From an optimization exercise on the open Yosys and OpenROAD flow, aimed at small area, a short achievable clock period and few clock cycles per item; shortcuts taken in it are not production practice.
Function was checked by simulation only, so behaviour that the tests miss may differ from the original.
Power is estimated from default activity; no workload was simulated.

### design/flow/run.sh
#!/bin/bash
# synth_recipe.tcl (not shown) runs the flow's synth.tcl, then flattens the netlist and writes it again
# the make line also repeats each setting of config.mk as NAME=value (left out here)
make -C /OpenROAD-flow-scripts/flow DESIGN_CONFIG=/design/flow/config.mk WORK_HOME=/design/flow/orfs CLKGATE_MAP_FILE= SYNTH_SCRIPT=/design/flow/synth_recipe.tcl finish
### design/flow/config.mk
export PLATFORM = sky130hd
export DESIGN_NAME = dual_mode_word_queue
export DESIGN_NICKNAME = dual_mode_word_queue
export VERILOG_FILES = /design/flow/design.v
export SDC_FILE = /design/flow/constraint.sdc
export NUM_CORES = 4
export LEC_CHECK = 0
export ABC_CLOCK_PERIOD_IN_PS = 2000
export CAP_MARGIN = 20
export CORE_MARGIN = 2
export CORE_UTILIZATION = 40
export SETUP_SLACK_MARGIN = 2.6
export SLEW_MARGIN = 20
export SYNTH_HIERARCHICAL = 1
export SYNTH_MINIMUM_KEEP_SIZE = 0
### design/flow/constraint.sdc
create_clock -name core_clock -period 5.0 [get_ports {clk}]
set_input_delay 1.0000 -clock core_clock [delete_from_list [all_inputs] [get_ports {clk}]]
set_output_delay 1.0000 -clock core_clock [all_outputs]
set_load 0.01 [all_outputs]
### design/flow/design.v
`timescale 1ns / 1ps
package dmwq_pkg;
  localparam int CAP_W = 5;
  localparam int CFG_IDX_W = 2;
  localparam logic [CFG_IDX_W-1:0] CFG_MODE     = 2'd0;
  localparam logic [CFG_IDX_W-1:0] CFG_CAPACITY = 2'd1;
  localparam logic             MODE_LINEAR   = 1'b0;
  localparam logic             MODE_CIRCULAR = 1'b1;
  localparam logic [CAP_W-1:0] CAP_RESET     = 5'd16;
  localparam logic [1:0] KIND_ENQUEUE = 2'd0;
  localparam logic [1:0] KIND_DEQUEUE = 2'd1;
  localparam logic [1:0] KIND_LOOKUP  = 2'd2;
  typedef enum logic [2:0] {
    ST_OK    = 3'd0,
    ST_FULL  = 3'd1,
    ST_NONE  = 3'd2,
    ST_RANGE = 3'd3,
    ST_UNSUP = 3'd4
  } status_t;
  function automatic logic [CAP_W-1:0] eff_cap(input logic [CAP_W-1:0] raw,
                                               input logic [CAP_W-1:0] cap_max);
    eff_cap = raw;
    if (raw == '0) begin
      eff_cap = CAP_W'(1);
    end else if (raw > cap_max) begin
      eff_cap = cap_max;
    end
  endfunction
endpackage
`timescale 1ns / 1ps
module dmwq_ram #(
  parameter int WIDTH = 32,
  parameter int DEPTH = 16
) (
  input  logic             clk,
  input  logic             clr,
  input  logic [DEPTH-1:0] we_row,
  input  logic [WIDTH-1:0] wdata,
  input  logic [DEPTH-1:0] rsel,
  output logic [WIDTH-1:0] rdata
);
  logic [WIDTH-1:0] mem [DEPTH];
  logic [WIDTH-1:0] wdata_c;
  assign wdata_c = wdata & {WIDTH{!clr}};
  always_ff @(posedge clk) begin
    for (int i = 0; i < DEPTH; i++) begin
      if (clr || we_row[i]) begin
        mem[i] <= wdata_c;
      end
    end
  end
  always_comb begin
    rdata = '0;
    for (int i = 0; i < DEPTH; i++) begin
      rdata = rdata | (mem[i] & {WIDTH{rsel[i]}});
    end
  end
endmodule
module dmwq_rowsel #(
  parameter int DEPTH = 16,
  localparam int AW = (DEPTH > 1) ? $clog2(DEPTH) : 1
) (
  input  logic             in_valid,
  input  logic [1:0]       kind,
  input  logic [AW-1:0]    position,
  input  logic [DEPTH-1:0] wr_row,
  input  logic [DEPTH-1:0] deq_row,
  input  logic [DEPTH-1:0] lkp_row,
  output logic [DEPTH-1:0] we_row,
  output logic [DEPTH-1:0] rsel
);
  logic is_enq;
  logic is_deq;
  logic is_lkp;
  assign is_enq = (kind == dmwq_pkg::KIND_ENQUEUE);
  assign is_deq = (kind == dmwq_pkg::KIND_DEQUEUE);
  assign is_lkp = (kind == dmwq_pkg::KIND_LOOKUP);
  always_comb begin
    for (int i = 0; i < DEPTH; i++) begin
      we_row[i] = in_valid && is_enq && wr_row[i];
      rsel[i]   = (is_deq && deq_row[i]) ||
                  (is_lkp && lkp_row[i] && (position == AW'(i)));
    end
  end
endmodule
`timescale 1ns / 1ps
module dual_mode_word_queue #(
  parameter int DEPTH      = 16,
  parameter int WORD_WIDTH = 32
) (
  input  logic                           clk,
  input  logic                           rst,
  input  logic                           cfg_we,
  input  logic [dmwq_pkg::CFG_IDX_W-1:0] cfg_index,
  input  logic [dmwq_pkg::CAP_W-1:0]     cfg_data,
  input  logic                           in_valid,
  output logic                           in_ready,
  input  logic [1:0]                     kind,
  input  logic [WORD_WIDTH-1:0]          data_word,
  input  logic [3:0]                     position,
  output logic                           out_valid,
  input  logic                           out_ready,
  output logic [2:0]                     status,
  output logic [WORD_WIDTH-1:0]          read_word,
  output logic [dmwq_pkg::CAP_W-1:0]     count,
  output logic                           full_res,
  output logic                           empty_res
);
  localparam int CW      = dmwq_pkg::CAP_W;
  localparam int AW      = $clog2(DEPTH);
  localparam int CAP_MAX = (DEPTH < (2 ** CW) - 1) ? DEPTH : (2 ** CW) - 1;
  logic          mode;
  logic [AW-1:0] capm1;
  logic [CW-1:0] front;
  logic [CW-1:0] wptr;
  logic [CW-1:0] elem_count;
  logic          clr;
  logic          full_f;
  logic          deq_f;
  logic          rearm_f;
  logic          cz_f;
  logic             p1_v;
  logic [2:0]       p1_status;
  logic [DEPTH-1:0] p1_rsel;
  logic                  sk_v;
  logic [2:0]            sk_status;
  logic [WORD_WIDTH-1:0] sk_word;
  logic [CW-1:0]         sk_count;
  logic                  sk_full;
  logic                  sk_empty;
  logic          is_enq;
  logic          is_deq;
  logic          enq_ok;
  logic          deq_ok;
  logic          deq_rearm;
  logic          pos_in;
  logic [CW-1:0] cnt_inc;
  logic [CW-1:0] cnt_dec;
  logic [CW-1:0] wptr_inc;
  logic [CW-1:0] front_inc;
  logic          enq_full;
  logic          cnt_one;
  logic          deq_deq;
  logic          deq_rearm_n;
  logic [2:0]    step_status;
  logic          accept;
  logic          p1_adv;
  logic          p1_v_next;
  logic          sk_v_next;
  logic          in_ready_r;
  logic          cfg_hit;
  logic [DEPTH-1:0]      wr_row;
  logic [DEPTH-1:0]      deq_row;
  logic [DEPTH-1:0]      lkp_row;
  logic [DEPTH-1:0]      we_row;
  logic [DEPTH-1:0]      rsel;
  logic [WORD_WIDTH-1:0] ram_rdata;
  assign in_ready = in_ready_r;
  assign accept   = in_valid && in_ready_r;
  assign cfg_hit  = cfg_we && (cfg_index == dmwq_pkg::CFG_MODE ||
                               cfg_index == dmwq_pkg::CFG_CAPACITY);
  assign p1_adv    = p1_v && (!sk_v || out_ready);
  assign p1_v_next = in_ready_r ? in_valid : (p1_v && !p1_adv);
  assign sk_v_next = sk_v ? (!out_ready || p1_v) :
                            (p1_v && out_valid && !out_ready);
  assign is_enq    = (kind == dmwq_pkg::KIND_ENQUEUE);
  assign is_deq    = (kind == dmwq_pkg::KIND_DEQUEUE);
  assign enq_ok    = is_enq && !full_f;
  assign deq_ok    = is_deq && deq_f;
  assign deq_rearm = is_deq && rearm_f;
  assign pos_in    = (position <= capm1);
  always_comb begin
    cnt_inc   = elem_count + CW'(1);
    cnt_dec   = elem_count - CW'(1);
    wptr_inc  = wptr + CW'(1);
    front_inc = front + CW'(1);
    if (mode == dmwq_pkg::MODE_CIRCULAR && wptr == CW'(capm1)) begin
      wptr_inc = '0;
    end
    if (mode == dmwq_pkg::MODE_CIRCULAR && front == CW'(capm1)) begin
      front_inc = '0;
    end
    enq_full    = (elem_count == CW'(capm1));
    cnt_one     = (elem_count == CW'(1));
    deq_deq     = (mode == dmwq_pkg::MODE_CIRCULAR) ? !cnt_one
                                                    : ((front + CW'(1)) < wptr);
    deq_rearm_n = (mode == dmwq_pkg::MODE_LINEAR) && (front == CW'(capm1));
  end
  always_comb begin
    step_status = dmwq_pkg::ST_OK;
    case (kind)
      dmwq_pkg::KIND_ENQUEUE: begin
        if (full_f) begin
          step_status = dmwq_pkg::ST_FULL;
        end
      end
      dmwq_pkg::KIND_DEQUEUE: begin
        if (!deq_f) begin
          step_status = dmwq_pkg::ST_NONE;
        end
      end
      dmwq_pkg::KIND_LOOKUP: begin
        if (mode != dmwq_pkg::MODE_LINEAR) begin
          step_status = dmwq_pkg::ST_UNSUP;
        end else if (cz_f) begin
          step_status = dmwq_pkg::ST_NONE;
        end else if (!pos_in) begin
          step_status = dmwq_pkg::ST_RANGE;
        end
      end
      default: begin
        step_status = dmwq_pkg::ST_UNSUP;
      end
    endcase
  end
  always_comb begin
    for (int i = 0; i < DEPTH; i++) begin
      wr_row[i]  = in_ready_r && !full_f && (wptr[AW-1:0] == AW'(i));
      deq_row[i] = deq_f && (front[AW-1:0] == AW'(i));
      lkp_row[i] = (mode == dmwq_pkg::MODE_LINEAR) && !cz_f && (AW'(i) <= capm1);
    end
  end
  dmwq_rowsel #(
    .DEPTH(DEPTH)
  ) u_rowsel (
    .in_valid(in_valid),
    .kind    (kind),
    .position(position),
    .wr_row  (wr_row),
    .deq_row (deq_row),
    .lkp_row (lkp_row),
    .we_row  (we_row),
    .rsel    (rsel)
  );
  dmwq_ram #(
    .WIDTH(WORD_WIDTH),
    .DEPTH(DEPTH)
  ) u_store (
    .clk   (clk),
    .clr   (clr),
    .we_row(we_row),
    .wdata (data_word),
    .rsel  (p1_rsel),
    .rdata (ram_rdata)
  );
  always_ff @(posedge clk) begin
    if (in_ready_r) begin
      p1_status <= step_status;
      p1_rsel   <= rsel;
    end
  end
  always_ff @(posedge clk) begin
    if (rst) begin
      clr        <= 1'b1;
      p1_v       <= 1'b0;
      sk_v       <= 1'b0;
      out_valid  <= 1'b0;
      in_ready_r <= 1'b0;
      mode       <= dmwq_pkg::MODE_CIRCULAR;
      capm1      <= AW'(dmwq_pkg::eff_cap(dmwq_pkg::CAP_RESET, CW'(CAP_MAX)) - CW'(1));
      front      <= '0;
      wptr       <= '0;
      elem_count <= '0;
      full_f     <= 1'b0;
      deq_f      <= 1'b0;
      rearm_f    <= 1'b0;
      cz_f       <= 1'b1;
    end else begin
      clr <= 1'b0;
      if (sk_v && out_ready) begin
        status    <= sk_status;
        read_word <= sk_word;
        count     <= sk_count;
        full_res  <= sk_full;
        empty_res <= sk_empty;
      end else if (p1_adv && (!out_valid || out_ready)) begin
        status    <= p1_status;
        read_word <= ram_rdata;
        count     <= elem_count;
        full_res  <= full_f;
        empty_res <= cz_f;
      end
      if (p1_adv && (sk_v || (out_valid && !out_ready))) begin
        sk_status <= p1_status;
        sk_word   <= ram_rdata;
        sk_count  <= elem_count;
        sk_full   <= full_f;
        sk_empty  <= cz_f;
      end
      out_valid  <= sk_v || p1_v || (out_valid && !out_ready);
      sk_v       <= sk_v_next;
      p1_v       <= p1_v_next;
      in_ready_r <= !(p1_v_next && sk_v_next);
      if (cfg_hit) begin
        if (cfg_index == dmwq_pkg::CFG_MODE) begin
          mode <= cfg_data[0];
        end else begin
          capm1 <= AW'(dmwq_pkg::eff_cap(cfg_data, CW'(CAP_MAX)) - CW'(1));
        end
        front      <= '0;
        wptr       <= '0;
        elem_count <= '0;
        full_f     <= 1'b0;
        deq_f      <= 1'b0;
        rearm_f    <= 1'b0;
        cz_f       <= 1'b1;
      end else if (accept) begin
        if (enq_ok) begin
          wptr       <= wptr_inc;
          elem_count <= cnt_inc;
          full_f     <= enq_full;
          deq_f      <= 1'b1;
          cz_f       <= 1'b0;
        end else if (deq_rearm) begin
          front      <= '0;
          wptr       <= '0;
          elem_count <= '0;
          full_f     <= 1'b0;
          deq_f      <= 1'b0;
          rearm_f    <= 1'b0;
          cz_f       <= 1'b1;
        end else if (deq_ok) begin
          front      <= front_inc;
          deq_f      <= deq_deq;
          rearm_f    <= deq_rearm_n;
          if (mode == dmwq_pkg::MODE_CIRCULAR) begin
            elem_count <= cnt_dec;
            full_f     <= 1'b0;
            cz_f       <= cnt_one;
          end
        end
      end
    end
  end
endmodule
==> impl_metrics.json, run 1 <==
{
  "status": "timing/DRC/antenna clean",
  "cts.path.max_buffers": 3,
  "max_freq_mhz": 415,
  "die_area_mm2": 0.0642,
  "path_buf_inv": 1,
  "fin_crit_sh_pct": 48.2,
  "tns_ns": 0,
  "critPathMaxFanout": 10,
  "critPathSlowestCell": "and3b_4",
  "final_nets": 1621,
  "p_per_area_mw_per_mm2": 403,
  "cp_slowest_stage_delay_ns": 0.51,
  "grt_overflow": 0,
  "yosys_register_bits": 644,
  "grt_pass1_wl_mm": 90.1,
  "hold_viol_final": 0,
  "synth.distinct_cells": 65,
  "grt_pass1_vias": 13432,
  "final_common_cell": "edfxtp_1",
  "drive_gt1_share_pct": 15.9,
  "ios": 94,
  "synth_edf_count": 615,
  "worstMarginPinSlew_ns": 0.957,
  "drtPass1Iterations": 5,
  "yosysSeqAreaShare_pct": 76.6,
  "max-slew-margin-rel_pct": 35.9,
  "portBuffers": 93,
  "drv_cap": 0,
  "seq_area_mm2": 0.0191,
  "path_clk_slew_ns": 0.06,
  "num-fill-cells": 5205,
  "root_buffer": "clkbuf_16",
  "numClockSinks": 644,
  "peakVddDrop_mv": 0.217,
  "ys_warn_count": 10,
  "critical-path-top-delay-family": "simple AND/OR/NAND/NOR gates",
  "cp.arrival_ns": 2.66,
  "wirelength_mm": 63.8,
  "end_kind": "flop",
  "synth_nets": 1480,
  "drc": 0,
  "start_util_pct": 40.4,
  "setup_viol": 0,
  "synth.avg_cell_area_um2": 17.6,
  "synthesis.area_mm2": 0.0249,
  "fp.dieH_um": 253,
  "required_ns": 5.25,
  "antenna_left": 0,
  "cts_hold_buf": 0,
  "dp_hpwl_mm": 38.4,
  "p_leak_uw": 0.00998,
  "grt_max_degree": 50,
  "wl_met2_mm": 28.1,
  "rsz0062_at_grt": "yes",
  "min_period_ns": 2.41,
  "wl_met1_mm": 28.4,
  "async_reset_ff_share_pct": 0,
  "fin_skew_ns": 0.0209,
  "grt_usage_pct": 19.4,
  "antenna_found_initial": 2,
  "multiInputGateArea_mm2": 0.00554,
  "path_cells": "clkdlybuf4s50_1 -> nand2b_1 -> o21ai_4 -> and3b_4",
  "fp.coreArea_mm2": 0.0616,
  "mostFrequentLayoutCells": "615 x edfxtp_1, 129 x a22o_1, 115 x a221oi_1",
  "drv_slew": 0,
  "ys.flop_type": "edfxtp_1",
  "path_class": "input port to flop",
  "gp_congestion": 0.835,
  "routed-wl-met3_mm": 6.35,
  "hold_path_class": "flop to flop",
  "clk_latency_ns": 0.59,
  "area_growth_pct": 16.7,
  "cp-start-kind": "input port",
  "fp.dieW_um": 253,
  "rows": 91,
  "htreeDepth": 3,
  "cts_tree": "done",
  "route.detailed.wl_per_inst_um": 26.2,
  "top_layer": "met4",
  "synth_cells": 1410,
  "cts-buffers-inserted": 66,
  "first_iter_violations": 1805,
  "via_per_inst": 5.78,
  "whs_ns": 0.449,
  "num_vias": 14081
}
flip-flops by register name, indices dropped and copies added, names as in the netlist, 3 cells and up:
| register | flops |
|---|---|
| front | 5 |
| sk_word | 32 |
| sk_status | 3 |
| elem_count | 5 |
| count | 5 |
| p1_rsel | 16 |
| read_word | 32 |
| capm1 | 4 |
| status | 3 |
| u_store.mem | 512 |
| wptr | 5 |
| p1_status | 3 |
| sk_count | 5 |
worst reg2reg max path, stage by stage, from the launching register on:
cell and delay, ns:
edfxtp_1 0.37, buf_4 0.26, a22o_1 0.31, a221oi_1 0.63
nand4_1 0.25, mux2_2 0.32
through the flow:
step	setup WS [ns]	area (um^2)	power [uW]	instances	util (%)
floorplan	2.39	24900	6730	1410	-
global placement	1.42	26700	7010	2311	43.4
detailed placement	1.38	26700	7040	2311	43.4
CTS	2.49	28900	11800	2431	46.9
global route	2.57	29000	12000	2435	47.1
finish	2.59	29000	11700	2436	47.1
timing repair:
action,in CTS,in global routing
cloned,4,3
endpoints found under the setup margin,619,585
pin swaps,2,0
resized for setup,83,26
setup buffers,1,1
synthesized netlist by cell type (17+ instances only):
library cell | count | area [um^2]
a221oi_1 | 127 | 1110
a22o_1 | 129 | 1130
and2_1 | 50 | 313
buf_6 | 25 | 282
clkbuf_1 | 37 | 139
dfxtp_1 | 29 | 581
edfxtp_1 | 615 | 18500
ha_1 | 20 | 250
inv_1 | 17 | 63.8
mux2_2 | 42 | 473
nand2_1 | 21 | 78.8
nand4_1 | 37 | 231
nor2_1 | 35 | 131
nor2b_1 | 42 | 263
nor3_1 | 19 | 95.1
cell type report:
cell class              instances  share of cell area (%)
flip-flops and latches        644                    65.6
multi-input cells             682                    19.1
clock buffers                  77                    5.90
repair buffers                140                    4.40
well taps                     837                    3.61
clock inverters                38                    1.17
inverters                      17                   0.220
diodes                          1                 0.00862
logic make-up after synthesis:
| family | synth area share [%] |
|---|---|
| flops | 76.6 |
| compound gates | 11.4 |
| buf+inv | 2.22 |
| simple gates | 6.20 |
| xor+xnor | 0.704 |
| fa+ha+maj | 1.01 |
| mux | 1.90 |
final timing paths:
path,start,end,slack (ns),depth (start not counted)
setup / recovery,out_ready,sk_word[1]$_DFFE_PP_,2.59,4
hold / removal,p1_status[1]$_DFFE_PP_,sk_status[1]$_DFFE_PP_,0.45,0
hold reg to reg,p1_status[1]$_DFFE_PP_,sk_status[1]$_DFFE_PP_,0.45,0
setup reg to reg,p1_rsel[0]$_DFFE_PP_,read_word[5]$_DFFE_PP_,2.63,5
where the power goes:
part	internal (uW)	switching, uW	total, uW
clock network	2760	1980	4750
logic	216	440	656
registers	6210	83.7	6290
total	9180	2510	11700
per-layer routing:
metal	vias to the layer above	track usage [%]
met2	638	27.9
met5	-	0
met4	0	5.00
li1	6125	-
met3	64	5.54
met1	7254	28.9
Testbench counts, summed over its fixed seeds: cycles 10,915, items 10,787.
==> inputs of run 2 (changes only) <==
--- a/design/flow/config.mk
+++ b/design/flow/config.mk
@@ -9,7 +9,7 @@
 export CAP_MARGIN = 20
 export CORE_MARGIN = 2
 export CORE_UTILIZATION = 40
-export SETUP_SLACK_MARGIN = 2.6
+export SETUP_SLACK_MARGIN = 2.8
 export SLEW_MARGIN = 20
 export SYNTH_HIERARCHICAL = 1
 export SYNTH_MINIMUM_KEEP_SIZE = 0
==> run 2 against run 1 <==
Effect of this change:
- still clean on timing, DRC and antenna
- non-clock buffer count increased by 36
- via count is 1.6% higher
- global-route usage up 0.66 points
- final area grew 2.8%
- fmax is 7.7% higher
==> impl_metrics.json, run 2 <==
{
  "gp_congestion": 0.851,
  "synth_nets": 1480,
  "cp_slowest_stage_delay_ns": 0.34,
  "cts.path.max_buffers": 3,
  "synthTopCellsByArea": "edfxtp_1 74%, a22o_1 4.5%, a221oi_1 4.5%",
  "max-slew-margin-rel_pct": 43.8,
  "r2r_start": "in_ready_r$_SDFF_PP0_",
  "synth.avg_cell_area_um2": 17.6,
  "min_from": "p1_status[0]$_DFFE_PP_",
  "start_util_pct": 40.4,
  "status": "timing/DRC/antenna clean",
  "reg_top3": "u_store.mem (512), read_word (32), sk_word (32)",
  "worstMarginPinSlew_ns": 0.839,
  "via_per_inst": 5.77,
  "hold_viol_final": 0,
  "mostFrequentLayoutCells": "615 x edfxtp_1, 129 x a22o_1, 67 x a221oi_1",
  "antenna_left": 0,
  "hold_path_class": "flop to flop",
  "p_leak_uw": 0.0103,
  "antenna_found_initial": 0,
  "fp.dieW_um": 253,
  "critical-path-top-delay-family": "flip-flops",
  "area_growth_pct": 20.0,
  "final_nets": 1667,
  "grt_pass1_wl_mm": 93.6,
  "async_reset_ff_share_pct": 0,
  "r2r_cells": 6,
  "rrSetupSlack_ns": 2.78,
  "final_common_cell": "edfxtp_1",
  "fin_crit_sh_pct": 44.8,
  "regMostFlops": "u_store.mem",
  "cp-start-kind": "flop",
  "rsz0062_at_grt": "yes",
  "grt_usage_pct": 20.1,
  "critPathMaxFanout": 2,
  "grt_max_degree": 33,
  "fp.coreArea_mm2": 0.0616,
  "placed_cell_area_mm2": 0.0267,
  "path_cells": "dlygate4sd2_1",
  "instances_no_fill": 2480,
  "fin_skew_ns": 0.0215,
  "holdPathEnd": "sk_status[0]$_DFFE_PP_",
  "route.detailed.wl_per_inst_um": 26.4,
  "synth_cells": 1410,
  "max_freq_mhz": 447,
  "path_buf_inv": 1,
  "path_class": "flop to primary output",
  "r2r-end": "u_store.mem[8][26]$_DFFE_PP_",
  "largest_reg_flops": 512,
  "synth.top_cell.area_share_pct": 74.3,
  "p_per_area_mw_per_mm2": 381,
  "drc": 0,
  "cts_tree": "done",
  "final_util_pct": 48.5,
  "final_area_mm2": 0.0299,
  "yosysSeqAreaShare_pct": 76.6,
  "num-fill-cells": 5083,
  "peakVddDrop_mv": 0.331,
  "end_kind": "primary output",
  "dp.cells": 2302,
  "yosys_register_bits": 644,
  "numClockSinks": 644,
  "drive_gt1_share_pct": 25.2,
  "cp.arrival_ns": 1.24,
  "synth_edf_count": 615,
  "setup_viol": 0,
  "first_iter_violations": 1591,
  "clk_latency_ns": 0.64,
  "path_clk_slew_ns": 0.06,
  "wirelength_mm": 65.6,
  "synth.most_common_cell": "edfxtp_1",
  "critPathSlowestCell": "dfxtp_4",
  "synth_area_leader_cell": "edfxtp_1",
  "drv_slew": 0,
  "portBuffers": 93,
  "tns_ns": 0,
  "place_ws_ns": 1.40,
  "required_ns": 4.00,
  "drtPass1Iterations": 5,
  "synth.distinct_cells": 65,
  "grt_overflow": 0,
  "ys.flop_type": "edfxtp_1",
  "num_vias": 14300,
  "grt_pass1_vias": 13838,
  "root_buffer": "clkbuf_16",
  "worst_slack_ns": 2.76,
  "ios": 94,
  "drv_cap": 0,
  "die_area_mm2": 0.0642,
  "cts-buffers-inserted": 60,
  "synthesis.area_mm2": 0.0249,
  "dp_hpwl_mm": 37.7,
  "min_period_ns": 2.24,
  "htreeDepth": 2,
  "synth_common_cells": "615 x edfxtp_1, 129 x a22o_1, 127 x a221oi_1",
  "antenna_cells": 0,
  "fp.dieH_um": 253,
  "whs_path_depth": 0,
  "rows": 91,
  "ys_warn_count": 10
}
[run 2: cell counts after synthesis]
No cell type changed its count.
[run 2: worst reg2reg max path: stages, from the launching register on]
cell and delay, ns:
dfxtp_4 0.34, buf_4 0.22, nand2b_1 0.21, nor3_2 0.34
and2_1 0.18, and2_1 0.24, or2_4 0.35
[run 2: cells by family (layout without fill, tap and decap cells)]
family | Yosys count | in the layout | share of synthesized area (%)
buf+inv | 90 | 301 | 2.22
compound gates | 332 | 332 | 11.4
mux | 42 | 42 | 1.90
fa+ha+maj | 20 | 20 | 1.01
simple gates | 262 | 284 | 6.20
flops | 644 | 644 | 76.6
xor+xnor | 20 | 20 | 0.704
[run 2: cell type report]
| cell class | instances | area, um^2 | share of cell area [%] |
|---|---|---|---|
| flip-flops and latches | 644 | 19100 | 63.8 |
| multi-input cells | 698 | 6180 | 20.7 |
| repair buffers | 176 | 1680 | 5.62 |
| clock buffers | 78 | 1620 | 5.43 |
| well taps | 837 | 1050 | 3.51 |
| clock inverters | 30 | 203 | 0.679 |
| inverters | 17 | 63.8 | 0.214 |
[run 2: worst max path at each step]
stage                               start                            end  slack (ns)  cells after the start
floorplan                             rst             count[0]$_DFFE_PP_        2.39                      2
global placement                  kind[1]  u_store.mem[11][13]$_DFFE_PP_        1.44                      4
detailed placement                kind[1]   u_store.mem[3][10]$_DFFE_PP_        1.40                      4
CTS                           clr$_DFF_P_  u_store.mem[10][22]$_DFFE_PP_        2.72                      2
global route        in_ready_r$_SDFF_PP0_    u_store.mem[9][3]$_DFFE_PP_        2.69                      6
finish              in_ready_r$_SDFF_PP0_                       in_ready        2.76                      1
[run 2: per-stage QoR]
stage,power [uW],hold slack [ns]
floorplan,6730,0.406
global placement,7000,0.430
detailed placement,7030,0.439
CTS,11400,0.454
global route,11700,0.469
finish,11400,0.458
[run 2: routing by layer]
metal / GRT usage [%] / wire length, um / part of all wire, % / vias up
li1: - / - / - / 6251
met5: 0 / 0 / 0 / -
met1: 30.1 / 29200 / 45 / 7405
met4: 5.14 / 1310 / 2.0 / 0
met2: 30.3 / 30000 / 46 / 560
met3: 3.48 / 5060 / 7.7 / 84
[run 2: timing repair]
action,4_1_cts,5_1_grt
endpoints found under the setup margin,708,249
pin swaps,11,2
gates resized for setup,273,44
cloned,20,2
hold buffers,0,0
buffers inserted,45,3
[run 2: power breakdown]
part	leakage (uW)	switching, uW	total (uW)	internal (uW)
combinational	0.00294	465	744	280
sequential	0.00644	100	6310	6210
clock	0.000911	1960	4330	2370
total	0.0103	2520	11400	8860
==> inputs of run 3 (changes only) <==
--- a/design/flow/config.mk
+++ b/design/flow/config.mk
@@ -8,8 +8,8 @@
 export ABC_CLOCK_PERIOD_IN_PS = 2000
 export CAP_MARGIN = 20
 export CORE_MARGIN = 2
-export CORE_UTILIZATION = 40
-export SETUP_SLACK_MARGIN = 2.8
+export CORE_UTILIZATION = 45
+export SETUP_SLACK_MARGIN = 2.75
 export SLEW_MARGIN = 20
 export SYNTH_HIERARCHICAL = 1
 export SYNTH_MINIMUM_KEEP_SIZE = 0
==> run 3 against run 2 <==
Effect of this change:
- final area shrank 0.65%
- cell count is 5.2% lower
- fmax shrank 0.52%
- die area shrank 11%
- clock skew down 0.00092 ns
- still clean
- setup slack worse by 0.012 ns
- clock power up 9.5%
- worst hold slack gained 0.015 ns
- sequential power is essentially flat
- critical path type is now flop to flop
- utilization rose by 5.6 points
- combinational power down 7.8%
- largest power group unchanged
==> impl_metrics.json, run 3 <==
{
  "required_ns": 5.24,
  "drv_cap": 0,
  "fp.dieW_um": 239,
  "path_clk_slew_ns": 0.06,
  "route.detailed.wl_per_inst_um": 27.0,
  "r2r_start": "full_f$_SDFFE_PP0P_",
  "regMostFlops": "u_store.mem",
  "hold_path_class": "flop to flop",
  "start_util_pct": 45.3,
  "rsz0062_at_grt": "yes",
  "grt_pass1_vias": 14056,
  "seq_area_mm2": 0.0191,
  "p_per_area_mw_per_mm2": 395,
  "r2r-end": "u_store.mem[3][10]$_DFFE_PP_",
  "cts_tree": "done",
  "grt_usage_pct": 21.5,
  "cts.path.max_buffers": 3,
  "final_nets": 1664,
  "synth_nets": 1480,
  "peakVddDrop_mv": 0.231,
  "whs_ns": 0.473,
  "cp-start-kind": "flop",
  "via_per_inst": 6.07,
  "multiInputGateArea_mm2": 0.00561,
  "antenna_left": 0,
  "rrSetupSlack_ns": 2.75,
  "cts-buffers-inserted": 68,
  "r2r_cells": 5,
  "rows": 86,
  "synth_area_leader_cell": "edfxtp_1",
  "synth_cells": 1410,
  "synth.most_common_cell": "edfxtp_1",
  "drv_slew": 0,
  "synthTopCellsByArea": "edfxtp_1 74%, a22o_1 4.5%, a221oi_1 4.5%",
  "fp.coreArea_mm2": 0.0549,
  "fp.dieH_um": 239,
  "min_period_ns": 2.25,
  "synth.avg_cell_area_um2": 17.6,
  "area_growth_pct": 19.3,
  "portBuffers": 93,
  "status": "timing/DRC/antenna clean",
  "final_common_cell": "edfxtp_1",
  "antenna_cells": 0,
  "max_freq_mhz": 444,
  "min_from": "p1_status[0]$_DFFE_PP_",
  "grt_overflow": 0,
  "reg_top3": "u_store.mem (512), read_word (32), sk_word (32)",
  "ys.flop_type": "edfxtp_1",
  "ios": 94,
  "fin_crit_sh_pct": 45.0,
  "synthesis.area_mm2": 0.0249,
  "htreeDepth": 3,
  "grt_pass1_wl_mm": 90.0,
  "root_buffer": "clkbuf_16",
  "yosysSeqAreaShare_pct": 76.6,
  "die_area_mm2": 0.0572,
  "synth.top_cell.area_share_pct": 74.3,
  "end_kind": "flop",
  "startpoint": "full_f$_SDFFE_PP0P_",
  "mostFrequentLayoutCells": "615 x edfxtp_1, 129 x a22o_1, 121 x a221oi_1",
  "synth.distinct_cells": 65,
  "worstMarginPinSlew_ns": 1.16,
  "p_leak_uw": 0.0103,
  "dp_hpwl_mm": 32.8,
  "fin_skew_ns": 0.0206,
  "critPathMaxFanout": 16,
  "hold_viol_final": 0,
  "holdPathEnd": "sk_status[0]$_DFFE_PP_",
  "whs_path_depth": 0,
  "num_vias": 14273,
  "clk_latency_ns": 0.60,
  "async_reset_ff_share_pct": 0,
  "num-fill-cells": 4306,
  "drc": 0,
  "wirelength_mm": 63.5,
  "cp.arrival_ns": 2.49,
  "synth_common_cells": "615 x edfxtp_1, 129 x a22o_1, 127 x a221oi_1",
  "numClockSinks": 644,
  "ys_warn_count": 10,
  "max-slew-margin-rel_pct": 22.5,
  "synth_edf_count": 615,
  "final_util_pct": 54.0,
  "gp_congestion": 0.828,
  "tns_ns": 0,
  "antenna_found_initial": 3,
  "drtPass1Iterations": 5,
  "largest_reg_flops": 512,
  "grt_max_degree": 43,
  "yosys_register_bits": 644,
  "setup_viol": 0,
  "drive_gt1_share_pct": 18.8,
  "path_class": "flop to flop",
  "first_iter_violations": 1494
}
[run 3: cell types whose count changed in the layout (fill, tap and decap cells not counted), moves of 10 or more]
cell             change
a221oi_1            +54
a221oi_2            -43
buf_2               -40
clkdlybuf4s15_1     +35
clkinv_1            +13
a221oi_4            -11
buf_4               -10
[run 3: timing repair]
item                                    CTS  global route
endpoints found under the hold margin     0             0
endpoints found under the setup margin  699           382
cloned                                    9             6
hold buffers                              0             0
buffers inserted                         45             8
gates resized for setup                 139            31
pin swaps                                 4             6
[run 3: worst max-delay path by stage]
stage,to
6_report,u_store.mem[3][10]$_DFFE_PP_
4_1_cts,u_store.mem[0][19]$_DFFE_PP_
2_1_floorplan,count[0]$_DFFE_PP_
3_5_place_dp,u_store.mem[14][25]$_DFFE_PP_
3_3_place_gp,u_store.mem[14][26]$_DFFE_PP_
5_1_grt,deq_f$_SDFFE_PP0P_
[run 3: critical path, stage by stage (launching register included)]
cell and delay [ns]:
dfxtp_1 0.42, nand2b_1 0.26, nor3_1 0.35, and2_1 0.18
and2_1 0.26, or2_4 0.42
[run 3: layout make-up]
| class | instances | area share (%) |
|---|---|---|
| clock buffers | 87 | 6.12 |
| clock inverters | 37 | 0.886 |
| inverters | 17 | 0.215 |
| multi-input cells | 690 | 18.9 |
| flip-flops and latches | 644 | 64.3 |
| well taps | 704 | 2.97 |
| repair buffers | 173 | 6.64 |
[run 3: layer usage]
layer	vias up	wire length, um	GRT usage [%]	part of all wire [%]
met5	-	30	0	0.047
met4	4	1500	7.63	2.4
met3	90	4550	3.90	7.2
met2	557	30500	34.3	48
met1	7396	26800	29.8	42
li1	6226	-	-	-
[run 3: through the flow]
step | area [um^2] | cells | power [uW] | setup slack [ns]
floorplan | 25000 | 1410 | 6730 | 2.39
global placement | 26500 | 2160 | 6970 | 1.06
detailed placement | 26500 | 2160 | 7000 | 1.03
CTS | 29400 | 2338 | 11800 | 2.74
global route | 29700 | 2352 | 12100 | 2.65
finish | 29700 | 2352 | 11700 | 2.75
[run 3: cells by family after synthesis]
kind of cell	Yosys count	share of synthesized area (%)
adder cells (fa/ha/maj)	20	1.01
flip-flops	644	76.6
AO/OA/AOI/OAI	332	11.4
buffers and inverters	90	2.22
multiplexers	42	1.90
XOR/XNOR	20	0.704
AND/OR/NAND/NOR	262	6.20
[run 3: report_power, final]
part	leakage (uW)	switching, uW	internal (uW)
logic	0.00284	419	267
registers	0.00644	90.8	6210
clock network	0.00102	2020	2730
==> inputs of run 4 (changes only) <==
--- a/design/flow/config.mk
+++ b/design/flow/config.mk
@@ -8,7 +8,7 @@
 export ABC_CLOCK_PERIOD_IN_PS = 2000
 export CAP_MARGIN = 20
 export CORE_MARGIN = 2
-export CORE_UTILIZATION = 45
+export CORE_UTILIZATION = 50
 export SETUP_SLACK_MARGIN = 2.75
 export SLEW_MARGIN = 20
 export SYNTH_HIERARCHICAL = 1
==> run 4 against run 3 <==
Effect of this change:
- die area is 9.8% lower
- first-iteration DRC count is 20% lower
- cell count is 1.9% lower
- utilization is 6.4 points higher
- setup slack better by 0.014 ns
- non-clock buffer count is 2 higher
- sequential cell count stayed put
- final area hardly changed
- fmax is 0.62% higher
- area after synthesis stayed put
- synthesized cell count stayed put
- critical endpoint is now p1_status[1]$_DFFE_PP_
- largest power group unchanged
==> impl_metrics.json, run 4 <==
{
  "synth.distinct_cells": 65,
  "synth.area.mux_share_pct": 1.90,
  "fp.dieH_um": 227,
  "drive_gt1_share_pct": 18.8,
  "antenna_left": 0,
  "synth_compound_area_share_pct": 11.4,
  "gp_congestion": 0.845,
  "final_nets": 1665,
  "portBuffers": 93,
  "grt_max_degree": 43,
  "p_clk_share_pct": 41.0,
  "synth_top_family_by_area": "compound AO/OA/AOI/OAI gates",
  "min_period_ns": 2.24,
  "p_per_area_mw_per_mm2": 399,
  "switching_power_uw": 2470,
  "grt_pass1_vias": 13977,
  "p_leak_uw": 0.0103,
  "drv_cap": 0,
  "route.detailed.wl_per_inst_um": 26.6,
  "final_common_cell": "edfxtp_1",
  "clk_latency_ns": 0.58,
  "grt_overflow": 0,
  "status": "timing/DRC/antenna clean",
  "synth_cells": 1410,
  "max_freq_mhz": 447,
  "path_clk_slew_ns": 0.06,
  "root_buffer": "clkbuf_16",
  "cp.arrival_ns": 2.53,
  "cts_hold_buf": 0,
  "reg_top3": "u_store.mem (512), read_word (32), sk_word (32)",
  "start_util_pct": 50.7,
  "switching_share_pct": 20.9,
  "ys_warn_count": 10,
  "drv_slew": 0,
  "drc": 0,
  "cts.path.max_buffers": 3,
  "dp_hpwl_mm": 32.2,
  "yosys_register_bits": 644,
  "ios": 94,
  "power_uw": 11800,
  "fp.coreArea_mm2": 0.0491,
  "hold_path_class": "flop to flop",
  "synthesis.area_mm2": 0.0249,
  "power_frac_seq_pct": 53.2,
  "internal_power_uw": 9350,
  "synthAdderAreaFrac_pct": 1.01,
  "mostFrequentLayoutCells": "615 x edfxtp_1, 129 x a22o_1, 120 x a221oi_1",
  "antenna_found_initial": 2,
  "combPwrFrac_pct": 5.8,
  "setup_viol": 0,
  "synth.avg_cell_area_um2": 17.6,
  "synth_edf_count": 615,
  "synth.most_common_cell": "edfxtp_1",
  "path_class": "input port to flop",
  "numClockSinks": 644,
  "end_kind": "flop",
  "grt_pass1_wl_mm": 90.7,
  "yosysSeqAreaShare_pct": 76.6,
  "synthTopCellsByArea": "edfxtp_1 74%, a22o_1 4.5%, a221oi_1 4.5%",
  "synth_xor_area_share_pct": 0.704,
  "yosys.area_share.simple_pct": 6.20,
  "tns_ns": 0,
  "largest_reg_flops": 512,
  "fp.dieW_um": 227,
  "max-slew-margin-rel_pct": 27.2,
  "first_iter_violations": 1188,
  "cp-start-kind": "input port",
  "ys.flop_type": "edfxtp_1",
  "synth_nets": 1480,
  "hold_viol_final": 0,
  "worstMarginPinSlew_ns": 1.09,
  "synth_area_leader_cell": "edfxtp_1",
  "async_reset_ff_share_pct": 0,
  "critPathMaxFanout": 5,
  "grt_usage_pct": 24.2,
  "drtPass1Iterations": 5,
  "cts-buffers-inserted": 66,
  "fin_skew_ns": 0.0169,
  "rows": 81,
  "synth_common_cells": "615 x edfxtp_1, 129 x a22o_1, 127 x a221oi_1",
  "num_vias": 14004,
  "regMostFlops": "u_store.mem",
  "htreeDepth": 3,
  "wirelength_mm": 61.5,
  "required_ns": 5.30,
  "die_area_mm2": 0.0515,
  "peakVddDrop_mv": 0.284,
  "area_growth_pct": 19.3,
  "via_per_inst": 6.07,
  "synth.top_cell.area_share_pct": 74.3,
  "rsz0062_at_grt": "yes",
  "cts_tree": "done",
  "fin_crit_sh_pct": 44.7
}
[run 4: final timing paths]
| path | startpoint | end | slack, ns | cells after the start |
|---|---|---|---|---|
| setup / recovery | position[2] | p1_status[1]$_DFFE_PP_ | 2.76 | 6 |
| hold / removal | p1_status[1]$_DFFE_PP_ | sk_status[1]$_DFFE_PP_ | 0.47 | 0 |
| hold reg to reg | p1_status[1]$_DFFE_PP_ | sk_status[1]$_DFFE_PP_ | 0.47 | 0 |
| setup reg to reg | p1_rsel[0]$_DFFE_PP_ | read_word[9]$_DFFE_PP_ | 2.84 | 5 |
[run 4: kinds of logic after synthesis]
logic type               after synthesis
adder cells (fa/ha/maj)               20
buffers and inverters                 90
flip-flops                           644
AND/OR/NAND/NOR                      262
XOR/XNOR                              20
multiplexers                          42
AO/OA/AOI/OAI                        332
[run 4: cell type report]
type,count,area (um^2)
repair buffers,175,1980
clock buffers,81,1770
well taps,664,831
inverters,17,63.8
fillers,3639,19400
diodes,2,5.00
flip-flops and latches,644,19100
multi-input cells,691,5610
clock inverters,34,348
[run 4: timing repair]
action	CTS	global route
pin swaps	4	2
buffers inserted	50	4
gates cloned	14	1
endpoints found under the hold margin	0	0
gates resized for setup	128	43
endpoints found under the setup margin	717	226
[run 4: critical path, cell delays in order]
cell and delay [ns]:
clkdlybuf4s50_1 0.61, ha_1 0.29, o21a_1 0.11, o21a_1 0.18, o2111ai_2 0.22, o21ai_1 0.13
[run 4: through the flow]
stage	std cells	hold slack (ns)	setup WS [ns]	cell area, um^2	utilization [%]
finish	2308	0.469	2.76	29700	60.5
global route	2307	0.481	2.75	29700	60.5
CTS	2301	0.462	2.57	29500	60.1
detailed placement	2122	0.448	1.02	26400	53.9
global placement	2122	0.433	1.08	26400	53.9
floorplan	1410	0.406	2.39	25000	-
[run 4: routing by layer]
layer	vias up	GRT usage, %	routed length [um]
met5	-	0	0
met4	0	6.51	1280
met3	66	3.48	3650
met2	476	39.7	29900
met1	7237	34.3	26700
li1	6225	-	-
[run 4: power by group through the flow]
stage	Clock [uW]	Sequential (uW)	Combinational [uW]
after floorplan	0	6380	353
after global placement	0	6400	572
after detailed placement	0	6410	583
after CTS	4930	6290	679
after global routing	5160	6310	735
final	4850	6290	685
==> inputs of run 5 (changes only) <==
--- a/design/flow/config.mk
+++ b/design/flow/config.mk
@@ -8,8 +8,8 @@
 export ABC_CLOCK_PERIOD_IN_PS = 2000
 export CAP_MARGIN = 20
 export CORE_MARGIN = 2
-export CORE_UTILIZATION = 50
-export SETUP_SLACK_MARGIN = 2.75
+export CORE_UTILIZATION = 40
+export SETUP_SLACK_MARGIN = 2.7
 export SLEW_MARGIN = 20
 export SYNTH_HIERARCHICAL = 1
 export SYNTH_MINIMUM_KEEP_SIZE = 0
==> run 5 against run 4 <==
Effect of this change:
- via count shrank 0.28%
- sequential power hardly changed
- global-route usage decreased by 5.3 points
- clock power decreased by 4%
- total power fell by 1.7%
- setup slack got worse by 0.026 ns
- largest cell class unchanged
- critical endpoint is now sk_word[5]$_DFFE_PP_
- synthesized cell count unchanged
- non-clock buffer count shrank 7
- still clean
- count of clock-buffer cells in the layout grew 3
==> impl_metrics.json, run 5 <==
{
  "status": "timing/DRC/antenna clean",
  "ys_warn_count": 10,
  "numClockSinks": 644,
  "switching_share_pct": 21.2,
  "grt_max_degree": 43,
  "yosysSeqAreaShare_pct": 76.6,
  "max-slew-margin-rel_pct": 24.7,
  "synth_cells": 1410,
  "portBuffers": 93,
  "power_uw": 11600,
  "switching_power_uw": 2470,
  "synth.top_cell.area_share_pct": 74.3,
  "dp.cells": 2292,
  "hold_path_class": "flop to flop",
  "antenna_left": 0,
  "synth.most_common_cell": "edfxtp_1",
  "setup_viol": 0,
  "final_common_cell": "edfxtp_1",
  "grt_pass1_wl_mm": 89.2,
  "htreeDepth": 3,
  "via_per_inst": 5.66,
  "max_freq_mhz": 442,
  "mostFrequentLayoutCells": "615 x edfxtp_1, 129 x a22o_1, 126 x a221oi_1",
  "worstMarginPinSlew_ns": 1.13,
  "grt_overflow": 0,
  "peakVddDrop_mv": 0.220,
  "drc": 0,
  "hold_viol_final": 0,
  "reg_top3": "u_store.mem (512), read_word (32), sk_word (32)",
  "rsz0062_at_grt": "no",
  "synthTopCellsByArea": "edfxtp_1 74%, a22o_1 4.5%, a221oi_1 4.5%",
  "path_clk_slew_ns": 0.06,
  "num_vias": 13965,
  "synth_area_leader_cell": "edfxtp_1",
  "combPwrFrac_pct": 5.8,
  "synth.avg_cell_area_um2": 17.6,
  "critPathMaxFanout": 10,
  "drive_gt1_share_pct": 18.0,
  "internal_power_uw": 9160,
  "wirelength_mm": 62.3,
  "synth_edf_count": 615,
  "instances_no_fill": 2466,
  "start_util_pct": 40.4,
  "rows": 91,
  "synth_common_cells": "615 x edfxtp_1, 129 x a22o_1, 127 x a221oi_1",
  "ios": 94,
  "p_clk_share_pct": 40.1,
  "fin_crit_sh_pct": 45.2,
  "power_frac_seq_pct": 54.1,
  "fin_skew_ns": 0.0235,
  "area_growth_pct": 19.1,
  "whs_ns": 0.452,
  "cp.arrival_ns": 2.51,
  "antenna_found_initial": 1,
  "cts-buffers-inserted": 67,
  "cts_tree": "done",
  "die_area_mm2": 0.0642,
  "min_period_ns": 2.26,
  "num-fill-cells": 5080,
  "async_reset_ff_share_pct": 0,
  "gp_congestion": 0.809,
  "yosys_register_bits": 644,
  "dp_hpwl_mm": 32.2,
  "fp.coreArea_mm2": 0.0616,
  "cts.path.max_buffers": 3,
  "cp-start-kind": "input port",
  "synth.distinct_cells": 65,
  "root_buffer": "clkbuf_16",
  "fp.dieW_um": 253,
  "first_iter_violations": 1332,
  "drv_slew": 0,
  "cts_hold_buf": 0,
  "clk_latency_ns": 0.59,
  "grt_pass1_vias": 13906,
  "p_per_area_mw_per_mm2": 393,
  "placed_cell_area_mm2": 0.0266,
  "tns_ns": 0,
  "drv_cap": 0,
  "grt_usage_pct": 18.9,
  "largest_reg_flops": 512,
  "synth_nets": 1480,
  "drtPass1Iterations": 6,
  "regMostFlops": "u_store.mem",
  "p_leak_uw": 0.0102,
  "antenna_cells": 0,
  "ys.flop_type": "edfxtp_1",
  "required_ns": 5.25,
  "path_class": "input port to flop",
  "synthesis.area_mm2": 0.0249,
  "route.detailed.wl_per_inst_um": 25.3,
  "end_kind": "flop",
  "final_area_mm2": 0.0296,
  "final_nets": 1659,
  "fp.dieH_um": 253
}
==> run 5: layout make-up <==
cell class	instances	area (um^2)	share of cell area, %
sequential	644	19100	64.4
multi-input combinational	691	5590	18.9
timing repair buffer	168	1860	6.29
clock buffer	84	1760	5.95
tap	837	1050	3.54
clock inverter	25	238	0.803
inverter	17	63.8	0.215
==> run 5: layer usage <==
| metal | track usage (%) | vias up | wire length (um) |
|---|---|---|---|
| li1 | - | 6205 | - |
| met1 | 25.4 | 7163 | 26400 |
| met2 | 31.4 | 494 | 30400 |
| met3 | 2.52 | 103 | 3450 |
| met4 | 7.08 | 0 | 2090 |
| met5 | 0 | - | 0 |
==> run 5: timing repair <==
| item | CTS | global route |
|---|---|---|
| gates resized for setup | 97 | 29 |
| setup buffers | 39 | 11 |
| endpoints found under the setup margin | 655 | 526 |
| cloned | 12 | 3 |
| pin swaps | 1 | 2 |
==> run 5: critical path, cell delays in order <==
cell and delay (ns):
clkdlybuf4s50_1 0.51, nand2b_1 0.24, o21ai_4 0.33, and3b_4 0.42
==> run 5: worst paths after layout <==
| kind | startpoint | to | slack, ns | cells past startpoint |
|---|---|---|---|---|
| hold reg to reg | p1_status[2]$_DFFE_PP_ | sk_status[2]$_DFFE_PP_ | 0.45 | 0 |
| hold / removal | p1_status[2]$_DFFE_PP_ | sk_status[2]$_DFFE_PP_ | 0.45 | 0 |
| setup / recovery | out_ready | sk_word[5]$_DFFE_PP_ | 2.74 | 4 |
| setup reg to reg | p1_rsel[4]$_DFFE_PP_ | read_word[0]$_DFFE_PP_ | 2.77 | 5 |
==> run 5: metrics by stage <==
step,util [%],setup slack (ns)
after CTS,47.6,2.47
after global placement,43.2,1.37
after floorplan,-,2.39
after detailed placement,43.2,1.33
final,48.1,2.74
after global routing,48.1,2.69
==> run 5: power by group through the flow <==
stage	clock, uW	combinational (uW)	sequential [uW]
6_report	4660	678	6290
4_1_cts	4740	665	6290
2_1_floorplan	0	353	6380
3_5_place_dp	0	581	6410
5_1_grt	4940	724	6310
3_3_place_gp	0	569	6400
==> run 5: logic make-up (layout without fill, tap and decap cells) <==
group / count (synthesis) / in the layout / share of synthesized area [%]
AOI/OAI and AO/OA: 332 / 332 / 11.4
buffers and inverters: 90 / 294 / 2.22
and+or+nand+nor: 262 / 277 / 6.20
muxes: 42 / 42 / 1.90
adders and majority gates: 20 / 20 / 1.01
xor gates and xnor gates: 20 / 20 / 0.704
DFF: 644 / 644 / 76.6
==> inputs of run 6 (changes only) <==
--- a/design/flow/config.mk
+++ b/design/flow/config.mk
@@ -9,7 +9,5 @@
 export CAP_MARGIN = 20
 export CORE_MARGIN = 2
 export CORE_UTILIZATION = 40
-export SETUP_SLACK_MARGIN = 2.7
+export SETUP_SLACK_MARGIN = 2.75
 export SLEW_MARGIN = 20
-export SYNTH_HIERARCHICAL = 1
-export SYNTH_MINIMUM_KEEP_SIZE = 0
==> run 6 against run 5 <==
Effect of this change:
- still clean
- combinational power is 3.4% higher
- register-to-register slack gained 0.06 ns
- worst hold slack gained 0.0071 ns
- critical path type is now flop to primary output
- critical endpoint is now read_word[28]
- largest cell class unchanged
- highest routed layer unchanged
==> impl_metrics.json, run 6 <==
{
  "status": "timing/DRC/antenna clean",
  "dp.cells": 2241,
  "antenna_left": 0,
  "path_buf_inv": 1,
  "critPathMaxFanout": 1,
  "path_class": "flop to primary output",
  "yosys_register_bits": 644,
  "cp.arrival_ns": 1.21,
  "area_growth_pct": 22.0,
  "synth_cells": 1406,
  "antenna_cells": 0,
  "ys_warn_count": 4,
  "fp.coreArea_mm2": 0.0604,
  "regMostFlops": "u_store.mem",
  "drv_cap": 0,
  "root_buffer": "clkbuf_16",
  "grt_usage_pct": 21.0,
  "die_area_mm2": 0.0629,
  "critical-path-top-delay-family": "flip-flops",
  "end_kind": "primary output",
  "synth.top_cell.area_share_pct": 75.8,
  "first_iter_violations": 1566,
  "wirelength_mm": 66.5,
  "synth_xor_area_share_pct": 0.575,
  "fin_skew_ns": 0.0172,
  "dp_hpwl_mm": 33.8,
  "grt_pass1_wl_mm": 97.0,
  "drv_slew": 0,
  "fin_crit_sh_pct": 44.3,
  "hold_path_class": "flop to flop",
  "route.detailed.wl_per_inst_um": 27.4,
  "peakVddDrop_mv": 0.235,
  "synth.distinct_cells": 53,
  "num_vias": 14492,
  "worstMarginPinSlew_ns": 1.11,
  "antenna_found_initial": 0,
  "required_ns": 4.00,
  "ys.flop_type": "edfxtp_1",
  "path_cells": "clkdlybuf4s15_1",
  "synth_common_cells": "615 x edfxtp_1, 133 x a22oi_1, 72 x a22o_1",
  "cts.path.max_buffers": 3,
  "start_util_pct": 40.4,
  "yosysSeqAreaShare_pct": 78.1,
  "largest_reg_flops": 512,
  "critPathSlowestCell": "edfxtp_1",
  "setup_viol": 0,
  "instances_no_fill": 2425,
  "mostFrequentLayoutCells": "615 x edfxtp_1, 133 x a22oi_1, 72 x a22o_1",
  "fp.dieW_um": 251,
  "grt_max_degree": 43,
  "async_reset_ff_share_pct": 0,
  "portBuffers": 93,
  "max-slew-margin-rel_pct": 26.2,
  "min_period_ns": 2.21,
  "synth_nets": 1476,
  "synth.area.mux_share_pct": 1.98,
  "cp-start-kind": "flop",
  "hold_viol_final": 0,
  "synth_edf_count": 615,
  "rsz0062_at_grt": "yes",
  "numClockSinks": 644,
  "drive_gt1_share_pct": 20.2,
  "p_per_area_mw_per_mm2": 407,
  "grt_overflow": 0,
  "max_freq_mhz": 452,
  "synth.most_common_cell": "edfxtp_1",
  "drc": 0,
  "gp_congestion": 0.792,
  "via_per_inst": 5.98,
  "ios": 94,
  "whs_ns": 0.459,
  "synthAdderAreaFrac_pct": 1.03,
  "cp_slowest_stage_delay_ns": 0.37,
  "cts_tree": "done",
  "final_common_cell": "edfxtp_1",
  "cts_hold_buf": 0,
  "worst_slack_ns": 2.79,
  "synth_top_family_by_area": "compound AO/OA/AOI/OAI gates",
  "rows": 90,
  "final_util_pct": 49.3,
  "synth_area_leader_cell": "edfxtp_1",
  "drtPass1Iterations": 5,
  "synthesis.area_mm2": 0.0244,
  "place_ws_ns": 0.986,
  "grt_pass1_vias": 14383,
  "path_clk_slew_ns": 0.06,
  "yosys.area_share.simple_pct": 5.38,
  "synth.avg_cell_area_um2": 17.3,
  "synth_compound_area_share_pct": 11.4,
  "htreeDepth": 3,
  "synthTopCellsByArea": "edfxtp_1 76%, a22oi_1 4.1%, a22o_1 2.6%",
  "reg_top3": "u_store.mem (512), read_word (32), sk_word (32)",
  "fp.dieH_um": 251,
  "cts-buffers-inserted": 69,
  "clk_latency_ns": 0.60,
  "p_leak_uw": 0.0103,
  "tns_ns": 0,
  "final_nets": 1659
}
[run 6: changes by cell type in the layout (fill, tap and decap cells not counted), moves of 27 or more]
cell / delta
dlygate4sd2_1: -36
a22o_1: -57
and3_1: +32
and2_1: -45
a221oi_1: -63
a22oi_1: +130
or2_4: -27
[run 6: kinds of logic (layout without fill, tap and decap cells)]
kind of cell | after synthesis | after routing
compound gates | 355 | 361
simple gates | 236 | 239
buf+inv | 92 | 320
flops | 644 | 644
mux | 43 | 43
fa+ha+maj | 20 | 20
xor+xnor | 16 | 16
[run 6: stage by stage]
step | area, um^2 | total power (uW)
finish | 29700 | 12100
global route | 29700 | 12500
CTS | 29700 | 12200
detailed placement | 26500 | 7020
global placement | 26500 | 7000
floorplan | 24600 | 6720
[run 6: final cells by class]
| cell class | instances | area (um^2) |
|---|---|---|
| Clock buffer | 85 | 1840 |
| Clock inverter | 40 | 408 |
| Fill cell | 4971 | 30600 |
| Inverter | 15 | 56.3 |
| Multi-Input combinational cell | 679 | 5450 |
| Sequential cell | 644 | 19100 |
| Tap cell | 782 | 978 |
| Timing Repair Buffer | 180 | 1960 |
[run 6: report_power, final]
group	total, uW	switching (uW)	internal (uW)
Clock	5090	2100	3000
Sequential	6300	93.2	6210
Combinational	701	441	260
Total	12100	2630	9460
[run 6: final timing paths]
path,from,end,slack [ns],cells past startpoint
setup / recovery,read_word[28]$_DFFE_PP_,read_word[28],2.79,1
hold / removal,p1_status[2]$_DFFE_PP_,sk_status[2]$_DFFE_PP_,0.46,0
setup reg to reg,p1_rsel[2]$_DFFE_PP_,read_word[3]$_DFFE_PP_,2.83,6
hold reg to reg,p1_status[2]$_DFFE_PP_,sk_status[2]$_DFFE_PP_,0.46,0
[run 6: timing repair]
| action | in CTS | in global routing |
|---|---|---|
| cloned | 10 | 0 |
| pin swaps | 16 | 3 |
| setup buffers | 41 | 8 |
| endpoints found under the setup margin | 733 | 298 |
| gates resized for setup | 164 | 40 |
[run 6: worst reg2reg max path, cell delays in order, from the launching register on]
cell and delay (ns):
edfxtp_1 0.38, buf_6 0.25, a22o_1 0.25, a221oi_1 0.30, and3_1 0.24, nand4_1 0.18
mux2_2 0.32
[run 6: per-layer routing]
layer / vias to the layer above / GRT usage (%) / share of wire [%]
li1: 6203 / - / -
met1: 7517 / 29.3 / 43
met2: 673 / 34.7 / 48
met3: 99 / 2.92 / 7.1
met4: 0 / 5.99 / 2.2
met5: - / 0 / 0
==> inputs of run 7 (changes only) <==
--- a/design/flow/config.mk
+++ b/design/flow/config.mk
@@ -9,5 +9,9 @@
 export CAP_MARGIN = 20
 export CORE_MARGIN = 2
 export CORE_UTILIZATION = 40
+export CTS_CLUSTER_DIAMETER = 60
+export CTS_CLUSTER_SIZE = 30
 export SETUP_SLACK_MARGIN = 2.75
 export SLEW_MARGIN = 20
+export SYNTH_HIERARCHICAL = 1
+export SYNTH_MINIMUM_KEEP_SIZE = 0
==> run 7 against run 6 <==
Effect of this change:
- combinational power shrank 2%
- global-route usage shrank 2.0 points
- total power shrank 11%
- sequential share of layout area grew 1.2 points
- largest power group unchanged
- highest routed layer is now met5
==> impl_metrics.json, run 7 <==
{
  "numClockSinks": 644,
  "min_from": "p1_status[2]$_DFFE_PP_",
  "hold_viol_final": 0,
  "rsz0062_at_grt": "yes",
  "critPathSlowestCell": "clkdlybuf4s50_1",
  "grt_overflow": 0,
  "r2r-end": "read_word[27]$_DFFE_PP_",
  "r2r_start": "p1_rsel[5]$_DFFE_PP_",
  "num_vias": 13972,
  "cts-buffers-inserted": 39,
  "cts_tree": "done",
  "htreeDepth": 2,
  "grt_pass1_wl_mm": 88.7,
  "synth.distinct_cells": 65,
  "holdPathEnd": "sk_status[2]$_DFFE_PP_",
  "cts_hold_buf": 0,
  "synthesis.area_mm2": 0.0249,
  "synthTopCellsByArea": "edfxtp_1 74%, a22o_1 4.5%, a221oi_1 4.5%",
  "seq_area_mm2": 0.0191,
  "peakVddDrop_mv": 0.228,
  "grt_pass1_vias": 13476,
  "multiInputGateArea_mm2": 0.00567,
  "first_iter_violations": 1553,
  "via_per_inst": 5.74,
  "async_reset_ff_share_pct": 0,
  "final_util_pct": 47.4,
  "top_layer": "met5",
  "whs_ns": 0.458,
  "cts.path.max_buffers": 3,
  "routed-wl-met3_mm": 4.04,
  "antenna_cells": 0,
  "cp_common_cell": "o21a_1",
  "rows": 91,
  "synth_cells": 1410,
  "ys_warn_count": 10,
  "min_period_ns": 2.25,
  "die_area_mm2": 0.0642,
  "root_buffer": "clkbuf_16",
  "dp_hpwl_mm": 32.1,
  "area_growth_pct": 17.4,
  "path_class": "input port to flop",
  "max_freq_mhz": 445,
  "whs_path_depth": 0,
  "cp-start-kind": "input port",
  "mostFrequentLayoutCells": "615 x edfxtp_1, 129 x a22o_1, 122 x a221oi_1",
  "cp.arrival_ns": 2.56,
  "drv_cap": 0,
  "critPathMaxFanout": 5,
  "reg_top3": "u_store.mem (512), read_word (32), sk_word (32)",
  "yosys_register_bits": 644,
  "cp_slowest_stage_delay_ns": 0.53,
  "synth.top_cell.area_share_pct": 74.3,
  "drive_gt1_share_pct": 19.7,
  "synth_edf_count": 615,
  "num-fill-cells": 5137,
  "route.detailed.wl_per_inst_um": 26.1,
  "r2r_cells": 5,
  "setup_viol": 0,
  "status": "timing/DRC/antenna clean",
  "synth.most_common_cell": "edfxtp_1",
  "drtPass1Iterations": 5,
  "wl_met1_mm": 26.7,
  "wirelength_mm": 63.4,
  "drv_slew": 0,
  "clk_latency_ns": 0.61,
  "start_util_pct": 40.4,
  "final_common_cell": "edfxtp_1",
  "wl_met2_mm": 30.8,
  "path_cells": "clkdlybuf4s50_1 -> ha_1 -> o21a_1 -> o21a_1 -> o2111ai_2 -> o21ai_1",
  "ys.flop_type": "edfxtp_1",
  "tns_ns": 0,
  "path_clk_slew_ns": 0.10,
  "worstMarginPinSlew_ns": 1.07,
  "final_nets": 1637,
  "ios": 94,
  "synth.avg_cell_area_um2": 17.6,
  "p_per_area_mw_per_mm2": 369,
  "yosysSeqAreaShare_pct": 76.6,
  "max-slew-margin-rel_pct": 28.4,
  "hold_path_class": "flop to flop",
  "synth_area_leader_cell": "edfxtp_1",
  "portBuffers": 93,
  "grt_usage_pct": 19.0,
  "p_leak_uw": 0.0100,
  "fin_skew_ns": 0.0384,
  "fp.dieW_um": 253,
  "rrSetupSlack_ns": 2.76,
  "antenna_left": 0,
  "largest_reg_flops": 512,
  "regMostFlops": "u_store.mem",
  "end_kind": "flop",
  "grt_max_degree": 43,
  "synth_common_cells": "615 x edfxtp_1, 129 x a22o_1, 127 x a221oi_1",
  "required_ns": 5.31,
  "synth_nets": 1480,
  "fin_crit_sh_pct": 45.0,
  "gp_congestion": 0.831,
  "antenna_found_initial": 1,
  "fp.dieH_um": 253,
  "fp.coreArea_mm2": 0.0616,
  "drc": 0
}
-- run 7: changes by cell type in the layout (fill, tap and decap cells not counted), sizes merged, moves of 32 or more --
cell    previous run  this run
and3              33         1
a22oi            133         3
a22o              72       129
and2               1        50
a221oi            64       128
clkbuf            97        60
or2                0        35
-- run 7: cells by family after synthesis --
family / Yosys count / synth area share (%)
buffers and inverters: 90 / 2.22
multiplexers: 42 / 1.90
flip-flops: 644 / 76.6
XOR/XNOR: 20 / 0.704
AO/OA/AOI/OAI: 332 / 11.4
adder cells (fa/ha/maj): 20 / 1.01
AND/OR/NAND/NOR: 262 / 6.20
-- run 7: what timing repair did --
item / CTS / global route
pin swaps: 8 / 3
hold endpoints to repair: 0 / 0
buffers inserted: 33 / 18
cloned: 15 / 5
setup endpoints to repair: 697 / 649
gates resized for setup: 161 / 49
-- run 7: layout make-up --
cell class / count / area share (%)
clock inverter: 30 / 1.74
clock buffer: 41 / 3.40
timing repair buffer: 169 / 6.35
tap: 837 / 3.59
multi-input combinational: 696 / 19.4
sequential: 644 / 65.3
inverter: 17 / 0.219
-- run 7: how the worst max path moves through the flow --
stage	startpoint	to
6_report	position[2]	p1_status[1]$_DFFE_PP_
3_5_place_dp	kind[1]	u_store.mem[14][15]$_DFFE_PP_
3_3_place_gp	kind[1]	u_store.mem[14][12]$_DFFE_PP_
5_1_grt	front[1]$_SDFFE_PP0P_	deq_f$_SDFFE_PP0P_
2_1_floorplan	rst	count[0]$_DFFE_PP_
4_1_cts	in_valid	u_store.mem[0][27]$_DFFE_PP_
-- run 7: stage by stage --
| stage | area [um^2] | total power (uW) | worst slack (ns) | std cells |
|---|---|---|---|---|
| floorplan | 25000 | 6730 | 2.39 | 1410 |
| global placement | 26600 | 6960 | 1.11 | 2291 |
| detailed placement | 26600 | 6990 | 1.03 | 2291 |
| CTS | 28800 | 10800 | 2.63 | 2410 |
| global route | 29200 | 11100 | 2.61 | 2434 |
| finish | 29200 | 10800 | 2.75 | 2434 |
-- run 7: critical path: cells and delay by family --
kind	cells	cell delay (ns)
buffers and inverters	1	0.53
adder cells (fa/ha/maj)	1	0.37
AO/OA/AOI/OAI	4	0.65
-- run 7: report_power, final --
| group | leakage (uW) | total (uW) | internal [uW] | switching, uW |
|---|---|---|---|---|
| Clock | 0.000715 | 3810 | 1710 | 2110 |
| Sequential | 0.00644 | 6280 | 6190 | 87.9 |
| Combinational | 0.00286 | 689 | 265 | 424 |
| Total | 0.0100 | 10800 | 8160 | 2620 |
-- run 7: metal layers --
layer / global-route usage (%) / vias up
met5: 0 / -
met4: 6.95 / 2
met3: 3.16 / 96
met2: 31.0 / 535
met1: 25.7 / 7188
li1: - / 6151
==> inputs of run 8 (changes only) <==
--- a/design/flow/config.mk
+++ b/design/flow/config.mk
@@ -13,5 +13,3 @@
 export CTS_CLUSTER_SIZE = 30
 export SETUP_SLACK_MARGIN = 2.75
 export SLEW_MARGIN = 20
-export SYNTH_HIERARCHICAL = 1
-export SYNTH_MINIMUM_KEEP_SIZE = 0
==> run 8 against run 7 <==
Effect of this change:
- sequential power barely moved
- routed wire length rose by 4.8%
- worst hold slack improved by 0.0093 ns
- critical path depth rose by 1
- cell count fell by 2.1%
- sequential cell count did not move
- non-clock buffer count rose by 18
- combinational power rose by 3%
- area after synthesis fell by 2.0%
- setup slack improved by 0.030 ns
==> impl_metrics.json, run 8 <==
{
  "setup_viol": 0,
  "drv_slew": 0,
  "fin_skew_ns": 0.0375,
  "peakVddDrop_mv": 0.242,
  "yosys_register_bits": 644,
  "cts_tree": "done",
  "fp.dieW_um": 251,
  "ys_warn_count": 4,
  "wl_met2_mm": 31.6,
  "root_buffer": "clkbuf_16",
  "htreeDepth": 2,
  "regMostFlops": "u_store.mem",
  "wl_met1_mm": 28.0,
  "num_vias": 14325,
  "routed-wl-met3_mm": 5.28,
  "hold_viol_final": 0,
  "drc": 0,
  "end_kind": "flop",
  "largest_reg_flops": 512,
  "synth.distinct_cells": 53,
  "synth_edf_count": 615,
  "synth.area.mux_share_pct": 1.98,
  "rsz0062_at_grt": "yes",
  "reg_top3": "u_store.mem (512), read_word (32), sk_word (32)",
  "via_per_inst": 6.01,
  "synth_cells": 1406,
  "antenna_left": 0,
  "p_per_area_mw_per_mm2": 377,
  "p_leak_uw": 0.0100,
  "die_area_mm2": 0.0629,
  "path_class": "input port to flop",
  "grt_pass1_wl_mm": 95.9,
  "synth_compound_area_share_pct": 11.4,
  "synth.most_common_cell": "edfxtp_1",
  "grt_max_degree": 43,
  "ios": 94,
  "route.detailed.wl_per_inst_um": 27.9,
  "wirelength_mm": 66.5,
  "cp-start-kind": "input port",
  "cts.path.max_buffers": 3,
  "drive_gt1_share_pct": 20.1,
  "synthTopCellsByArea": "edfxtp_1 76%, a22oi_1 4.1%, a22o_1 2.6%",
  "required_ns": 5.29,
  "synth_xor_area_share_pct": 0.575,
  "start_util_pct": 40.4,
  "clk_latency_ns": 0.60,
  "antenna_found_initial": 1,
  "hold_path_class": "flop to flop",
  "critPathSlowestCell": "clkdlybuf4s15_2",
  "seq_area_mm2": 0.0191,
  "gp_congestion": 0.792,
  "ys.flop_type": "edfxtp_1",
  "critPathMaxFanout": 16,
  "synthAdderAreaFrac_pct": 1.03,
  "yosysSeqAreaShare_pct": 78.1,
  "final_nets": 1638,
  "yosys.area_share.simple_pct": 5.38,
  "cp_common_cell": "buf_12",
  "worstMarginPinSlew_ns": 1.18,
  "tns_ns": 0,
  "dp_hpwl_mm": 33.8,
  "whs_ns": 0.467,
  "path_cells": "clkdlybuf4s15_2 -> nor2_4 -> nand2_1 -> nor3_4 -> buf_12 -> a31o_2 -> buf_12",
  "min_period_ns": 2.22,
  "area_growth_pct": 19.6,
  "fin_crit_sh_pct": 44.4,
  "grt_usage_pct": 20.8,
  "rows": 90,
  "synth_nets": 1476,
  "status": "timing/DRC/antenna clean",
  "num-fill-cells": 4980
}
==> run 8: final cells by class <==
| type | count | area share (%) |
|---|---|---|
| clock buffers | 42 | 3.60 |
| clock inverters | 33 | 1.93 |
| inverters | 15 | 0.193 |
| multi-input cells | 679 | 18.7 |
| flip-flops and latches | 644 | 65.4 |
| well taps | 782 | 3.35 |
| repair buffers | 187 | 6.82 |
==> run 8: power by group <==
part / internal [uW] / leakage (uW) / switching (uW) / total, uW
combinational: 265 / 0.00283 / 443 / 708
sequential: 6190 / 0.00645 / 93.6 / 6290
clock: 1810 / 0.000760 / 2180 / 3990
total: 8270 / 0.0100 / 2720 / 11000
==> run 8: stage by stage <==
step | std cells | setup WS [ns] | util [%] | instance area [um^2] | power, uW
global route | 2382 | 2.70 | 48.3 | 29200 | 11300
detailed placement | 2241 | 0.986 | 43.8 | 26500 | 7020
global placement | 2241 | 1.04 | 43.8 | 26500 | 7000
finish | 2382 | 2.78 | 48.3 | 29200 | 11000
floorplan | 1406 | 2.34 | - | 24600 | 6720
CTS | 2372 | 2.75 | 48.2 | 29100 | 11000
==> run 8: final timing paths <==
kind | start | to | slack, ns | depth (start not counted)
worst max-delay path | kind[0] | u_store.mem[2][16]$_DFFE_PP_ | 2.78 | 7
worst min-delay path | p1_status[2]$_DFFE_PP_ | sk_status[2]$_DFFE_PP_ | 0.47 | 0
worst max register to register | wptr[1]$_SDFFE_PP0P_ | u_store.mem[7][16]$_DFFE_PP_ | 2.81 | 4
worst min register to register | p1_status[2]$_DFFE_PP_ | sk_status[2]$_DFFE_PP_ | 0.47 | 0
==> run 8: cells by family after synthesis <==
logic type | count (synthesis)
compound gates | 355
xor+xnor | 16
fa+ha+maj | 20
buf+inv | 92
flops | 644
mux | 43
simple gates | 236
==> run 8: layer usage <==
metal | global-route usage [%] | up-vias
met1 | 28.8 | 7480
met4 | 5.56 | 0
met3 | 3.58 | 98
met2 | 34.1 | 628
met5 | 0 | -
li1 | - | 6119
==> run 8: worst max-delay path: cells and delay by family <==
kind | cells | cell delay (ns)
buffers and inverters | 3 | 0.66
and+or+nand+nor | 3 | 0.54
AOI/OAI and AO/OA | 1 | 0.27
==> run 8: what timing repair did <==
action / 4_1_cts / 5_1_grt
cloned: 10 / 1
endpoints found under the setup margin: 728 / 151
pin swaps: 16 / 4
resized for setup: 178 / 54
setup buffers: 46 / 9
